Source: an optimization exercise on an open RTL-to-GDS flow (aim: small area and a short achievable clock period). Production flows keep margins and buffers that such runs may drop. Where RTL was checked, it was by simulation tests only, not by an equivalence proof against the original. Power and IR drop assume default switching activity.

## JK
==> flow/design.v (excerpt) <==
module fixed_order_selector #(
  parameter int  SAMPLE_W   = 16,
  parameter int  BLOCK_SIZE = 4096,
  parameter int  MAX_ORDER  = 4,
  localparam int RES_W      = SAMPLE_W + MAX_ORDER,
  localparam int IDX_W      = $clog2(BLOCK_SIZE),
  localparam int SUM_W      = RES_W + IDX_W
) (
  input  logic                       iClock,
  input  logic                       iReset_n,
  input  logic                       iEnable,
  input  logic signed [SAMPLE_W-1:0] iSample,
  output logic [2:0]                 oBest,
  output logic [SUM_W-1:0]           oBestSum,
  output logic                       oValid,
  output logic                       oBlockStart
);
  localparam int W0 = SAMPLE_W;
  localparam int W1 = SAMPLE_W + 1;
  localparam int W2 = SAMPLE_W + 2;
  localparam int W3 = SAMPLE_W + 3;
  localparam int W4 = SAMPLE_W + 4;
  localparam int A0 = SAMPLE_W + IDX_W;        
  localparam int A1 = SAMPLE_W + IDX_W;        
  localparam int A2 = SAMPLE_W + IDX_W + 1;    
  localparam int A3 = SAMPLE_W + IDX_W + 2;    
  localparam int A4 = SAMPLE_W + IDX_W + 3;    
  localparam int BW = SAMPLE_W + IDX_W;        
  logic [IDX_W-1:0] idx_r;    
  logic             bsn_r;    
  logic             en_r;     
  logic             f0;       
  logic             g1;       
  logic             last0;    
  logic [W0-1:0]    x_r;
  always_ff @(posedge iClock or negedge iReset_n) begin
    if (!iReset_n) begin
      idx_r <= '0;
      bsn_r <= 1'b0;
      en_r  <= 1'b0;
      last0 <= 1'b0;
    end else begin
  ...
Settings: LEC_CHECK=0, CAP_MARGIN=20, CORE_MARGIN=2, CORE_UTILIZATION=60, SLEW_MARGIN=60; clock period 11.0 ns.
standard.sh (not shown) runs the stock make flow with config.mk's settings and CLKGATE_MAP_FILE= SYNTH_SCRIPT=/design/flow/synth_recipe.tcl, a recipe that flattens the netlist after the stock synthesis.
==> flow/flow/run.sh <==
#!/bin/bash
set -euo pipefail
export BUFFER_PORTS_ARGS="-buffer_cell sky130_fd_sc_hd__buf_4"
export CTS_ARGS="-sink_clustering_enable -repair_clock_nets -sink_clustering_size 24 -sink_clustering_max_diameter 45 -buf_list sky130_fd_sc_hd__clkbuf_8 -root_buf sky130_fd_sc_hd__clkbuf_16 -dont_use_dummy_load"
bash standard.sh > standard.log 2>&1
Changes in MS relative to JK:
-- flow/design.v --
<<< JK, line 22
  localparam int W4 = SAMPLE_W + 4;
  localparam int A0 = SAMPLE_W + IDX_W;        
  localparam int A1 = SAMPLE_W + IDX_W;        
  localparam int A2 = SAMPLE_W + IDX_W + 1;    
  localparam int A3 = SAMPLE_W + IDX_W + 2;    
  localparam int A4 = SAMPLE_W + IDX_W + 3;    
  localparam int BW = SAMPLE_W + IDX_W;        
  logic [IDX_W-1:0] idx_r;    
>>> MS, line 22
  localparam int W4 = SAMPLE_W + 4;
  localparam int A0 = SAMPLE_W + IDX_W;        
  localparam int AK = SAMPLE_W + IDX_W - 1;    
  localparam int BW = SAMPLE_W + IDX_W;        
  logic [IDX_W-1:0] idx_r;    
<<< JK, line 107
  end
  logic [W0-2:0] lo0;  logic [A0-W0:0] hi0;  logic c0;
  logic [W1-2:0] lo1;  logic [A1-W1:0] hi1;  logic c1;
  logic [W2-2:0] lo2;  logic [A2-W2:0] hi2;  logic c2;
  logic [W3-2:0] lo3;  logic [A3-W3:0] hi3;  logic c3;
  logic [W4-2:0] lo4;  logic [A4-W4:0] hi4;  logic c4;
  logic [W0-2:0] sl0;  logic sc0;
  logic [W1-2:0] sl1;  logic sc1;
>>> MS, line 104
  end
  logic [W0-2:0] lo0;  logic [A0-W0:0] hi0;  logic c0;
  logic [W1-2:0] lo1;  logic [AK-W1:0] hi1;  logic c1;  logic big1;
  logic [W2-2:0] lo2;  logic [AK-W2:0] hi2;  logic c2;  logic big2;
  logic [W3-2:0] lo3;  logic [AK-W3:0] hi3;  logic c3;  logic big3;
  logic [W4-2:0] lo4;  logic [AK-W4:0] hi4;  logic c4;  logic big4;
  logic [W0-2:0] sl0;  logic sc0;
  logic [W1-2:0] sl1;  logic sc1;
<<< JK, line 144
    k4c <= q4c;
    hi0 <= f0 ? '0 : hi0 + c0;
    hi1 <= f1 ? '0 : hi1 + c1;
    hi2 <= f2 ? '0 : hi2 + c2;
    hi3 <= f3 ? '0 : hi3 + c3;
    hi4 <= f4 ? '0 : hi4 + c4;
  end
  localparam int BL = 16;                  
>>> MS, line 141
    k4c <= q4c;
    hi0 <= f0 ? '0 : hi0 + c0;
    {big1, hi1} <= f1 ? '0 : {big1, hi1} + c1 | {big1, {(AK-W1+1){1'b0}}};
    {big2, hi2} <= f2 ? '0 : {big2, hi2} + c2 | {big2, {(AK-W2+1){1'b0}}};
    {big3, hi3} <= f3 ? '0 : {big3, hi3} + c3 | {big3, {(AK-W3+1){1'b0}}};
    {big4, hi4} <= f4 ? '0 : {big4, hi4} + c4 | {big4, {(AK-W4+1){1'b0}}};
  end
  localparam int BL = 16;                  
<<< JK, line 176
  end
  always_comb begin
    cand = ({BW{s1}} & {hi1, lo1})
         | ({BW{s2}} & {hi2[A2-W2-1:0], lo2})
         | ({BW{s3}} & {hi3[A3-W3-2:0], lo3})
         | ({BW{s4}} & {hi4[A4-W4-3:0], lo4});
    big  = (s2 & hi2[A2-W2])
         | (s3 & (|hi3[A3-W3:A3-W3-1]))
         | (s4 & (|hi4[A4-W4:A4-W4-2]));
  end
  logic ge_lo;
>>> MS, line 173
  end
  always_comb begin
    cand = ({BW{s1}} & {1'b0, hi1, lo1})
         | ({BW{s2}} & {1'b0, hi2, lo2})
         | ({BW{s3}} & {1'b0, hi3, lo3})
         | ({BW{s4}} & {1'b0, hi4, lo4});
    big  = (s1 & big1) | (s2 & big2) | (s3 & big3) | (s4 & big4);
  end
  logic ge_lo;
[summary]
A critical path endpoint of oBestSum[6] is what JK shows, while oBestSum[14] belongs to MS. According to the power report, total power for MS is lower than for JK. MS against JK: synthesized-area fraction occupied by xor and xnor cells went up by 0.32 points, area fraction in compound gates after synthesis fell 0.83 points, met2 layer wire length in the routed design decreased 4.1%, inserted tap cell count now sits lower. Taking JK as the reference point, the number of multi-input logic gates of MS falls by 72. Met3 layer wire length in the routed design, MS vs JK: up slightly. Taking JK as the reference, in MS worst slew margin relative to its limit down 1.4 points, total number of sequential cells shrank by about 1.5%, non-clock buffer instance count of the final layout fell by 3, power density normalized to cell area shows an increase of 0.48%.
Function not checked in JK: the RTL went through the layout flow alone.

==> re-timing with driven ports <==
In the flow no input, the clock included, has a driving cell. The finished layouts below were timed again as built, in two steps.
Step 1, drivers: a clkbuf_16 drives iClock and a buf_2 each remaining input, both assumed.
Step 2 also shifts input and output timing later by t, the mid clock arrival at the registers, as if the neighbouring blocks saw the same clock.
Slacks: ideal ports / drivers / drivers and shift; pairs: ideal ports / drivers.
run | shift t [ns] | setup slack, ns | hold slack, ns | worst setup path at the end | latest minus earliest clock arrival (ns)
JK | 0.554 | 7.733 / 7.679 / 7.437 | 0.331 / 0.331 / 0.331 | input to register | 0.052 / 0.052
MS | 0.559 | 7.702 / 7.649 / 7.591 | 0.343 / 0.343 / 0.343 | input to register | 0.041 / 0.041
After both steps every run listed still meets setup and hold. For JK, which loses most, drivers alone change the setup slack by -0.054 ns; drivers and shift together by -0.296 ns.
